Source: an optimization exercise on an open RTL-to-GDS flow (aim: small area, a short achievable clock period and few clock cycles). Production flows keep margins and buffers that such runs may drop. Only simulation tests tie the RTL to the original design; equivalence was not proved.

--- flow/constraint.sdc ---
create_clock -name core_clock -period 12.5 [get_ports {clk}]
set_input_delay 2.5000 -clock core_clock [delete_from_list [all_inputs] [get_ports {clk}]]
set_output_delay 2.5000 -clock core_clock [all_outputs]
set_load 0.01 [all_outputs]
--- flow/config.mk ---
export PLATFORM = sky130hd
export DESIGN_NAME = mac_top
export DESIGN_NICKNAME = mac_top
export VERILOG_FILES = /design/flow/design.v
export SDC_FILE = /design/flow/constraint.sdc
export NUM_CORES = 4
export LEC_CHECK = 0
export CAP_MARGIN = 20
export CORE_MARGIN = 2
export CORE_UTILIZATION = 40
export SLEW_MARGIN = 20
--- flow/run.sh ---
#!/bin/bash
# synth_recipe.tcl (not shown) runs the flow's synth.tcl, then flattens the netlist and writes it again
# the make line also repeats each setting of config.mk as NAME=value (left out here)
make -C /OpenROAD-flow-scripts/flow DESIGN_CONFIG=/design/flow/config.mk WORK_HOME=/design/flow/orfs CLKGATE_MAP_FILE= SYNTH_SCRIPT=/design/flow/synth_recipe.tcl finish
--- flow/design.v ---
module n_bit_acc_negator_adder #(
  parameter int N = 32
) (
  input  logic [N-1:0] A,
  input  logic         cin,
  output logic [N-1:0] SUM,
  output logic [1:0]   PG,     
  output logic         cout
);
  localparam int LEVELS = $clog2(N);
  logic [LEVELS:0][N-1:0] pre;
  logic [N-1:0]           carry;
  assign pre[0] = A;
  for (genvar l = 0; l < LEVELS; l++) begin : g_level
    for (genvar i = 0; i < N; i++) begin : g_bit
      if (i >= (1 << l)) begin : g_merge
        assign pre[l+1][i] = pre[l][i] & pre[l][i - (1 << l)];
      end else begin : g_pass
        assign pre[l+1][i] = pre[l][i];
      end
    end
  end
  assign carry = {pre[LEVELS][N-2:0], 1'b1} & {N{cin}};
  assign SUM   = A ^ carry;
  assign PG    = {pre[LEVELS][N-1], cin & pre[LEVELS][N-1]};
  assign cout  = PG[0];    
endmodule
module mac_beat_counter #(
  parameter int COUNT_W = 8
) (
  input  logic               clk,
  input  logic               reset,
  input  logic               load,
  input  logic [COUNT_W-1:0] load_value,
  input  logic               dec,
  output logic               zero
);
  logic [COUNT_W-1:0] count;
  always_ff @(posedge clk) begin
    if (reset) begin
      count <= '0;
    end else if (load) begin
      count <= load_value;
    end else if (dec && count != '0) begin
      count <= count - COUNT_W'(1);    
    end
  end
  assign zero = (count == '0);
endmodule
module mac_ctrl_fsm #(
  parameter int COUNT_W = 8
) (
  input  logic               clk,
  input  logic               reset,
  input  logic               cmd_valid,
  output logic               cmd_ready,
  input  logic [3:0]         cmd_cfg,
  input  logic [COUNT_W-1:0] cmd_beats,
  input  logic               beat_valid,
  output logic               beat_ready,
  output logic               res_valid,
  input  logic               res_ready,
  output logic               cnt_load,
  output logic [COUNT_W-1:0] cnt_value,
  output logic               cnt_dec,
  input  logic               cnt_zero,
  output logic               advance,
  output logic               acc_clear,
  output logic [3:0]         cfg
);
  localparam logic [COUNT_W-1:0] DRAIN_CYCLES = COUNT_W'(3);
  localparam logic [1:0] S_IDLE   = 2'd0;
  localparam logic [1:0] S_FEED   = 2'd1;
  localparam logic [1:0] S_DRAIN  = 2'd2;
  localparam logic [1:0] S_RESULT = 2'd3;
  logic [1:0] state;
  logic [1:0] state_d;
  logic       cmd_fire;
  logic       beat_fire;
  logic       res_fire;
  assign cmd_fire  = cmd_valid & cmd_ready;
  assign beat_fire = beat_valid & beat_ready;
  assign res_fire  = res_valid & res_ready;
  always_comb begin
    state_d   = state;
    cnt_load  = 1'b0;
    cnt_value = DRAIN_CYCLES;
    cnt_dec   = 1'b0;
    acc_clear = 1'b0;
    case (state)
      S_IDLE: begin
        if (cmd_fire) begin
          state_d   = S_FEED;
          cnt_load  = 1'b1;
          acc_clear = 1'b1;
          cnt_value = (cmd_beats == '0) ? '0 : cmd_beats - COUNT_W'(1);
        end
      end
      S_FEED: begin
        if (beat_fire) begin
          if (cnt_zero) begin
            state_d  = S_DRAIN;    
            cnt_load = 1'b1;
          end else begin
            cnt_dec = 1'b1;
          end
        end
      end
      S_DRAIN: begin
        if (cnt_zero) state_d = S_RESULT;
        else cnt_dec = 1'b1;
      end
      S_RESULT: begin
        if (res_fire) state_d = S_IDLE;
      end
      default: state_d = S_IDLE;
    endcase
  end
  assign advance = (state == S_FEED) || (state == S_DRAIN);
  always_ff @(posedge clk) begin
    if (reset) begin
      state      <= S_IDLE;
      cmd_ready  <= 1'b0;
      beat_ready <= 1'b0;
      res_valid  <= 1'b0;
      cfg        <= '0;
    end else begin
      state      <= state_d;
      cmd_ready  <= (state_d == S_IDLE);
      beat_ready <= (state_d == S_FEED);
      res_valid  <= (state_d == S_RESULT);
      if (cmd_fire) cfg <= cmd_cfg;    
    end
  end
endmodule
module mac_sign_splitter (
  input  logic        clk,
  input  logic        reset,
  input  logic        advance,
  input  logic [3:0]  cfg,         
  input  logic [63:0] beat,        
  input  logic        in_valid,
  output logic [31:0] mag_a,
  output logic [31:0] mag_b,
  output logic [3:0]  mag_neg,
  output logic [3:0]  mag_cfg,
  output logic        mag_valid
);
  localparam int MIN_W  = 8;
  localparam int WORD_W = 4 * MIN_W;
  logic [1:0]        mode;
  logic [WORD_W-1:0] a;
  logic [WORD_W-1:0] b;
  logic [WORD_W-1:0] abs_a;
  logic [WORD_W-1:0] abs_b;
  logic [3:0]        flags;
  logic [WORD_W-1:0] a_d;
  logic [WORD_W-1:0] b_d;
  logic [3:0]        neg_d;
  assign mode = (cfg[1:0] == 2'b01 || cfg[1:0] == 2'b10) ? cfg[1:0] : 2'b00;
  assign a    = beat[63:32];
  assign b    = beat[31:0];
  always_comb begin
    abs_a = a;
    abs_b = b;
    case (mode)
      2'b10: begin
        if (a[WORD_W-1]) abs_a = -a;
        if (b[WORD_W-1]) abs_b = -b;
      end
      2'b01: begin
        for (int i = 0; i < 2; i++) begin
          if (a[2*MIN_W*i + 2*MIN_W-1]) abs_a[2*MIN_W*i +: 2*MIN_W] = -a[2*MIN_W*i +: 2*MIN_W];
          if (b[2*MIN_W*i + 2*MIN_W-1]) abs_b[2*MIN_W*i +: 2*MIN_W] = -b[2*MIN_W*i +: 2*MIN_W];
        end
      end
      default: begin
        for (int i = 0; i < 4; i++) begin
          if (a[MIN_W*i + MIN_W-1]) abs_a[MIN_W*i +: MIN_W] = -a[MIN_W*i +: MIN_W];
          if (b[MIN_W*i + MIN_W-1]) abs_b[MIN_W*i +: MIN_W] = -b[MIN_W*i +: MIN_W];
        end
      end
    endcase
  end
  always_comb begin
    flags = '0;
    case (mode)
      2'b10: flags[3] = a[WORD_W-1] ^ b[WORD_W-1];
      2'b01: begin
        flags[1] = a[2*MIN_W-1] ^ b[2*MIN_W-1];
        flags[3] = a[WORD_W-1] ^ b[WORD_W-1];
      end
      default: begin
        for (int i = 0; i < 4; i++) flags[i] = a[MIN_W*i + MIN_W-1] ^ b[MIN_W*i + MIN_W-1];
      end
    endcase
  end
  always_comb begin
    if (cfg[3]) begin
      a_d   = abs_a;
      b_d   = abs_b;
      neg_d = flags;
    end else begin
      a_d   = a;
      b_d   = b;
      neg_d = '0;
    end
  end
  always_ff @(posedge clk) begin
    if (reset) mag_valid <= 1'b0;
    else if (advance) mag_valid <= in_valid;
  end
  always_ff @(posedge clk) begin
    if (advance) begin
      mag_a   <= a_d;
      mag_b   <= b_d;
      mag_neg <= neg_d;
      mag_cfg <= cfg;
    end
  end
endmodule
module mac_lane_multiplier (
  input  logic         clk,
  input  logic         reset,
  input  logic         advance,
  input  logic [31:0]  mag_a,
  input  logic [31:0]  mag_b,
  input  logic [3:0]   mag_neg,
  input  logic [3:0]   mag_cfg,
  input  logic         mag_valid,
  output logic [127:0] prod,
  output logic [3:0]   neg,
  output logic [3:0]   prod_cfg,
  output logic         prod_valid
);
  localparam int MIN_W      = 8;
  localparam int LANE_ACC_W = 32;
  localparam int LANES      = 4;
  logic [1:0]                     mode;
  logic [3:0][3:0][2*MIN_W-1:0]   pp;        
  logic [1:0][4*MIN_W-1:0]        dual_p;
  logic [8*MIN_W-1:0]             quad_p;
  logic [127:0]                   prod_d;
  assign mode = (mag_cfg[1:0] == 2'b01 || mag_cfg[1:0] == 2'b10) ? mag_cfg[1:0] : 2'b00;
  always_comb begin
    for (int i = 0; i < 4; i++) begin
      for (int j = 0; j < 4; j++) begin
        pp[i][j] = mag_a[MIN_W*i +: MIN_W] * mag_b[MIN_W*j +: MIN_W];
      end
    end
    for (int k = 0; k < 2; k++) begin
      dual_p[k] = (4*MIN_W)'(pp[2*k][2*k])
                + ((4*MIN_W)'(pp[2*k+1][2*k]) << MIN_W)
                + ((4*MIN_W)'(pp[2*k][2*k+1]) << MIN_W)
                + ((4*MIN_W)'(pp[2*k+1][2*k+1]) << (2*MIN_W));
    end
    quad_p = '0;
    for (int i = 0; i < 4; i++) begin
      for (int j = 0; j < 4; j++) begin
        quad_p = quad_p + ((8*MIN_W)'(pp[i][j]) << (MIN_W * (i + j)));
      end
    end
  end
  always_comb begin
    prod_d = '0;
    case (mode)
      2'b10: prod_d[63:0] = quad_p;
      2'b01: begin
        for (int k = 0; k < 2; k++) prod_d[64*k +: 64] = (2*LANE_ACC_W)'(dual_p[k]);
      end
      default: begin
        for (int i = 0; i < LANES; i++) prod_d[LANE_ACC_W*i +: LANE_ACC_W] = LANE_ACC_W'(pp[i][i]);   
      end
    endcase
  end
  always_ff @(posedge clk) begin
    if (reset) prod_valid <= 1'b0;
    else if (advance) prod_valid <= mag_valid;
  end
  always_ff @(posedge clk) begin
    if (advance) begin
      prod     <= prod_d;
      neg      <= mag_neg;
      prod_cfg <= mag_cfg;
    end
  end
endmodule
module mac_acc_negator_block (
  input  logic               clk,
  input  logic               reset,
  input  logic               en,
  input  logic [3:0]         cfg,      
  input  logic [127:0]       c_in,
  input  logic [3:0]         neg,
  output logic [127:0]       c_out
);
  localparam int LANE_ACC_W = 32;
  localparam int LANES      = 4;
  logic [1:0]                       mode;
  logic                             single;
  logic                             dual;
  logic                             quad;
  logic [LANES-1:0]                 lane_cin;
  logic [LANES-1:0]                 lane_cout;
  logic [LANES-1:0]                 lane_sel;
  logic [LANES-1:0][LANE_ACC_W-1:0] lane_bar;
  assign mode   = (cfg[1:0] == 2'b01 || cfg[1:0] == 2'b10) ? cfg[1:0] : 2'b00;
  assign quad   = (mode == 2'b10);
  assign dual   = (mode == 2'b01);
  assign single = ~(quad | dual);
  assign lane_cin[0] = 1'b1;
  assign lane_cin[1] = single ? 1'b1 : lane_cout[0];
  assign lane_cin[2] = quad ? lane_cout[1] : 1'b1;    
  assign lane_cin[3] = single ? 1'b1 : lane_cout[2];
  for (genvar i = 0; i < LANES; i++) begin : g_lane
    n_bit_acc_negator_adder #(
      .N(LANE_ACC_W)
    ) u_adder (
      .A    (~c_in[LANE_ACC_W*i +: LANE_ACC_W]),
      .cin  (lane_cin[i]),
      .SUM  (lane_bar[i]),
      .PG   (),
      .cout (lane_cout[i])
    );
  end
  assign lane_sel[0] = (single & neg[0]) | (dual & neg[1]) | (quad & neg[3]);
  assign lane_sel[1] = (~quad & neg[1]) | (quad & neg[3]);
  assign lane_sel[2] = (single & neg[2]) | (~single & neg[3]);
  assign lane_sel[3] = neg[3];
  always_comb begin
    for (int i = 0; i < LANES; i++) begin
      c_out[LANE_ACC_W*i +: LANE_ACC_W] = (lane_sel[i] & cfg[3]) ? lane_bar[i]
                                                            : c_in[LANE_ACC_W*i +: LANE_ACC_W];
    end
  end
endmodule
module mac_accumulator (
  input  logic               clk,
  input  logic               reset,
  input  logic               acc_clear,
  input  logic               prod_valid,
  input  logic [3:0]         prod_cfg,    
  input  logic [127:0]       addend,
  output logic [127:0]       acc
);
  localparam int LANE_ACC_W = 32;
  localparam int LANES      = 4;
  logic [1:0]       mode;
  logic [LANES-1:0] cut;     
  logic [127:0]     sum;
  assign mode = (prod_cfg[1:0] == 2'b01 || prod_cfg[1:0] == 2'b10) ? prod_cfg[1:0] : 2'b00;
  assign cut  = {mode == 2'b00, mode != 2'b10, mode == 2'b00, 1'b1};
  always_comb begin
    logic [LANE_ACC_W:0] lane_sum;
    logic                carry;
    carry    = 1'b0;
    lane_sum = '0;
    for (int i = 0; i < LANES; i++) begin
      if (cut[i]) carry = 1'b0;
      lane_sum = {1'b0, acc[LANE_ACC_W*i +: LANE_ACC_W]} + {1'b0, addend[LANE_ACC_W*i +: LANE_ACC_W]}
               + (LANE_ACC_W+1)'(carry);
      sum[LANE_ACC_W*i +: LANE_ACC_W] = lane_sum[LANE_ACC_W-1:0];
      carry       = lane_sum[LANE_ACC_W];
    end
  end
  always_ff @(posedge clk) begin
    if (reset || acc_clear) begin
      acc <= '0;
    end else if (prod_valid) begin
      acc <= prod_cfg[2] ? sum : addend;    
    end
  end
endmodule
module mac_top #(
  parameter int COUNT_W = 8
) (
  input  logic         clk,
  input  logic         reset,
  input  logic         cmd_valid,
  output logic         cmd_ready,
  input  logic [11:0]  cmd,
  input  logic         beat_valid,
  output logic         beat_ready,
  input  logic [63:0]  beat,
  output logic         res_valid,
  input  logic         res_ready,
  output logic [127:0] res
);
  logic               cnt_load;
  logic [COUNT_W-1:0] cnt_value;
  logic               cnt_dec;
  logic               cnt_zero;
  logic               advance;
  logic               acc_clear;
  logic [3:0]         cfg;
  logic [31:0]        mag_a;
  logic [31:0]        mag_b;
  logic [3:0]         mag_neg;
  logic [3:0]         mag_cfg;
  logic               mag_valid;
  logic [127:0]       prod;
  logic [3:0]         neg;
  logic [3:0]         prod_cfg;
  logic               prod_valid;
  logic [127:0]       addend;
  mac_ctrl_fsm #(
    .COUNT_W(COUNT_W)
  ) u_ctrl (
    .clk        (clk),
    .reset      (reset),
    .cmd_valid  (cmd_valid),
    .cmd_ready  (cmd_ready),
    .cmd_cfg    (cmd[11:8]),
    .cmd_beats  (COUNT_W'(cmd[7:0])),
    .beat_valid (beat_valid),
    .beat_ready (beat_ready),
    .res_valid  (res_valid),
    .res_ready  (res_ready),
    .cnt_load   (cnt_load),
    .cnt_value  (cnt_value),
    .cnt_dec    (cnt_dec),
    .cnt_zero   (cnt_zero),
    .advance    (advance),
    .acc_clear  (acc_clear),
    .cfg        (cfg)
  );
  mac_beat_counter #(
    .COUNT_W(COUNT_W)
  ) u_counter (
    .clk        (clk),
    .reset      (reset),
    .load       (cnt_load),
    .load_value (cnt_value),
    .dec        (cnt_dec),
    .zero       (cnt_zero)
  );
  mac_sign_splitter u_splitter (
    .clk       (clk),
    .reset     (reset),
    .advance   (advance),
    .cfg       (cfg),
    .beat      (beat),
    .in_valid  (beat_valid & beat_ready),    
    .mag_a     (mag_a),
    .mag_b     (mag_b),
    .mag_neg   (mag_neg),
    .mag_cfg   (mag_cfg),
    .mag_valid (mag_valid)
  );
  mac_lane_multiplier u_mult (
    .clk        (clk),
    .reset      (reset),
    .advance    (advance),
    .mag_a      (mag_a),
    .mag_b      (mag_b),
    .mag_neg    (mag_neg),
    .mag_cfg    (mag_cfg),
    .mag_valid  (mag_valid),
    .prod       (prod),
    .neg        (neg),
    .prod_cfg   (prod_cfg),
    .prod_valid (prod_valid)
  );
  mac_acc_negator_block u_negator (
    .clk   (clk),
    .reset (reset),
    .en    (prod_valid),
    .cfg   (prod_cfg),
    .c_in  (prod),
    .neg   (neg),
    .c_out (addend)
  );
  mac_accumulator u_acc (
    .clk        (clk),
    .reset      (reset),
    .acc_clear  (acc_clear),
    .prod_valid (prod_valid),
    .prod_cfg   (prod_cfg),
    .addend     (addend),
    .acc        (res)
  );
endmodule
==> flow_summary_export.csv <==
group,metric,value,unit
sta,finalSetupViolations,0,
floorplanning,dieHeight,418,um
sta,hold_viol_final,0,
clock_network,clk_latency,0.67,ns
routing,dr.pass1.iters,6,
global_route,grt_first_pass_wirelength,328,mm
setup_path,critPathLaunchType,"register",
global_route,grt_overflow,0,
floorplanning,rows,151,
synthesis,avgSynthCellArea,8.39,um2
routing,vias_per_cell,5.56,
run_status,status,"complete, no violations",
run,maxCapViolCount,0,
sta,timing.setup.tns,0,ns
synthesis,syn_inst,8167,
worst_hold_path,hold_depth,0,
sta,max_freq,0.0850,GHz
global_route,antenna_found_initial,12,
synthesis,ys_async_sr_fraction,0,%
setup_path,crit_arrival,12.28,ns
finish,final_cell_area,74800,um2
routing,drtIter0Drc,4218,
floorplanning,fp.dieW,418,um
routing,routedWlPerCell,20.0,um
synthesis,yosysTopAreaCell,"fa_1",
setup_path,path_class,"reg -> reg",
sta,max-slew-margin-rel,30.1,%
sta,worst_clock_skew,0.0625,ns
routing,vias,58100,
finish,final_layout_size_suffix_gt1_share,3.62,%
floorplanning,die-area,175000,um2
clock_network,cts_buffers,44,
setup_path,required,13.01,ns
setup_path,cp-end-kind,"register",
synthesis,synth_nets,9947,
clock_network,cts_hold_buf,0,
sta,period_needed,11.77,ns
worst_hold_path,hp-class,"reg -> reg",
setup_path,cpPeakStageDelay,0.58,ns
synthesis,synthDistinctLibCells,90,
sta,final_max_slew_viol_count,0,
synthesis,ys_ff_latch,339,
finish,fin_nets,9972,
floorplanning,ios,212,
routing,ant_nets,0,
synthesis,synth_flop_cell,"edfxtp_1",
finish,area_delta_synth_final,9.09,%
setup_path,crit_fanout,5,
routing,drcViolationCount,0,
sta,finalCritPeriodShare,94.2,%
clock_network,cts-root-buf,"clkbuf_16",
synthesis,synth_seq_area_share,12.7,%
global_route,grt_max_degree,75,
synthesis,synth_top_area_share,21.7,%
setup_path,slowest_stage,"or4_4",
placed_design,place.port_buffers,211,
global_route,grt_pass1_vias,57700,
setup_path,worst_r2r_path_depth,54,
clock_network,clkSinkCount,339,
synthesis,synth.area.top_cells,"fa_1, ha_1, edfxtp_1",
synthesis,synth_area,68600,um2
clock_network,cts_tree,"yes",
placed_design,dp_hpwl,164,mm
global_route,grt_usage,23.7,%
floorplanning,start_util,40.4,%
placed_design,placed_area,73100,um2
routing,wl,209,mm
floorplanning,core_area,170000,um2
synthesis,yosysWarnings,6,
clock_network,clockBufferDepth,3,
synthesis,synth_edf_count,192,
clock_network,htreeDepth,2,
finish,final_cell_mix,"inv_1, ha_1, nand2_1, fa_1, and2_1",
clock_network,clkTransAtPathRegs,0.06,ns
placed_design,globalplace.congestion,0.896,
finish,final_common_cell,"inv_1",
sta,tightest_slew,1.05,ns
[final cells by class]
cell class              count  area, um2
diodes                      4       10.0
clock buffers              52       1170
clock inverters            30        348
fillers                 16600      95100
inverters                1116       4190
multi-input cells        6337      54400
flip-flops and latches    339       8710
well taps                2218       2780
repair buffers            354       3190
[kinds of logic (layout without fill, tap and decap cells)]
| kind of cell | Yosys count | count (layout) | synth area share [%] |
|---|---|---|---|
| xor gates and xnor gates | 534 | 534 | 6.82 |
| muxes | 25 | 25 | 0.378 |
| adders and majority gates | 1701 | 1701 | 39.2 |
| AOI/OAI and AO/OA | 1698 | 1698 | 15.7 |
| and+or+nand+nor | 2379 | 2379 | 17.0 |
| DFF | 339 | 339 | 12.7 |
| buffers and inverters | 1491 | 1552 | 8.18 |
| other | 0 | 4 | 0 |
[stage by stage]
step                      cells  worst slack, ns  hold WS (ns)  utilization [%]
after floorplan            8167            0.300         0.400                -
after global placement    10400          -0.0470         0.406             43.0
after detailed placement  10400           -0.191         0.408             43.0
after CTS                 10400          0.00376         0.395             44.0
after global routing      10400          -0.0317         0.408             44.0
final                     10500            0.730         0.402             44.0
[synthesized netlist by cell type (all sizes together) (12+ instances only)]
library cell and n:
o21ai 332, o221ai 20, a22oi 22, o31ai 40
a311oi 18, mux2i 18, nand2 819, or3 79
o21bai 78, a21oi 566, a2111oi 15, nand3 80
nor2b 54, a31oi 66, xnor2 346, nand2b 40
a221oi 17, xor2 188, a31o 16, dfxtp 147
nor4 28, fa 742, ha 957, o32ai 13
a211oi 49, o31a 14, o41ai 18, clkbuf 356
inv 1116, nor3b 12, and3 37, or4 19
or2 16, nor2 410, and2 585, edfxtp 192
o22ai 49, buf 19, o211ai 36, a41oi 26
nand4 26, a21o 154, nor3 140, o21a 53
[critical path, delay by kind of cell (launching register included)]
| family | cells | cell delay [ns] |
|---|---|---|
| xor+xnor | 1 | 0.25 |
| compound gates | 32 | 5.56 |
| fa+ha+maj | 7 | 2.71 |
| mux | 1 | 0.20 |
| simple gates | 8 | 1.76 |
| flops | 1 | 0.41 |
| buf+inv | 5 | 0.78 |
[flip-flops by register name, summed over array words and instances (netlist names)]
signal                flops
u_acc.acc               128
u_counter.count           8
u_ctrl.beat_ready         1
u_ctrl.cfg                4
u_ctrl.cmd_ready          1
u_ctrl.res_valid          1
u_ctrl.state              2
u_mult.neg                4
u_mult.prod             112
u_mult.prod_cfg           4
u_mult.prod_valid         1
u_splitter.mag_a         32
u_splitter.mag_b         32
u_splitter.mag_cfg        4
u_splitter.mag_neg        4
u_splitter.mag_valid      1
[per-layer routing]
metal	track usage, %	routed length [um]
met4	5.90	4830
met2	37.2	91200
met5	0	13
met1	33.9	98400
met3	3.54	14600
[worst paths after layout]
path                         end  slack, ns             startpoint
setup / recovery  u_acc.acc[126]       0.73        u_mult.prod[12]
hold / removal     u_mult.neg[1]       0.40  u_splitter.mag_neg[1]
setup reg to reg  u_acc.acc[126]       0.73        u_mult.prod[12]
hold reg to reg    u_mult.neg[1]       0.40  u_splitter.mag_neg[1]
[what timing repair did]
item / in CTS / in global routing
gates cloned: 0 / 0
pin swaps: 1 / 14
setup buffers: 0 / 4
resized for setup: 3 / 25
setup endpoints to repair: 9 / 24
Testbench counts, summed over its fixed seeds: cycles 21,606.

-- re-timing with driven ports --
Ports are ideal in the flow. The routed layout listed here was re-timed in OpenROAD. Step 1 sets driving cells, clkbuf_16 on the clock port and buf_2 on the other inputs (assumed; they add their load-dependent delay and slew). Step 2, shift: input delay + t, output delay - t, t = (earliest + latest rising clock arrival at the registers) / 2. This alone moves slack from input paths to output paths. Three values: ideal ports, drivers, drivers and shift; two values: the first two.
t (ns): 0.714
setup slack, ns: 0.730 / 0.730 / 0.730
hold WS [ns]: 0.402 / 0.402 / 0.402
latest minus earliest clock arrival (ns): 0.063 / 0.062
After both steps setup and hold are still met in this run. For this run, drivers alone change the setup slack by 0.000 ns; drivers and shift together by 0.000 ns.
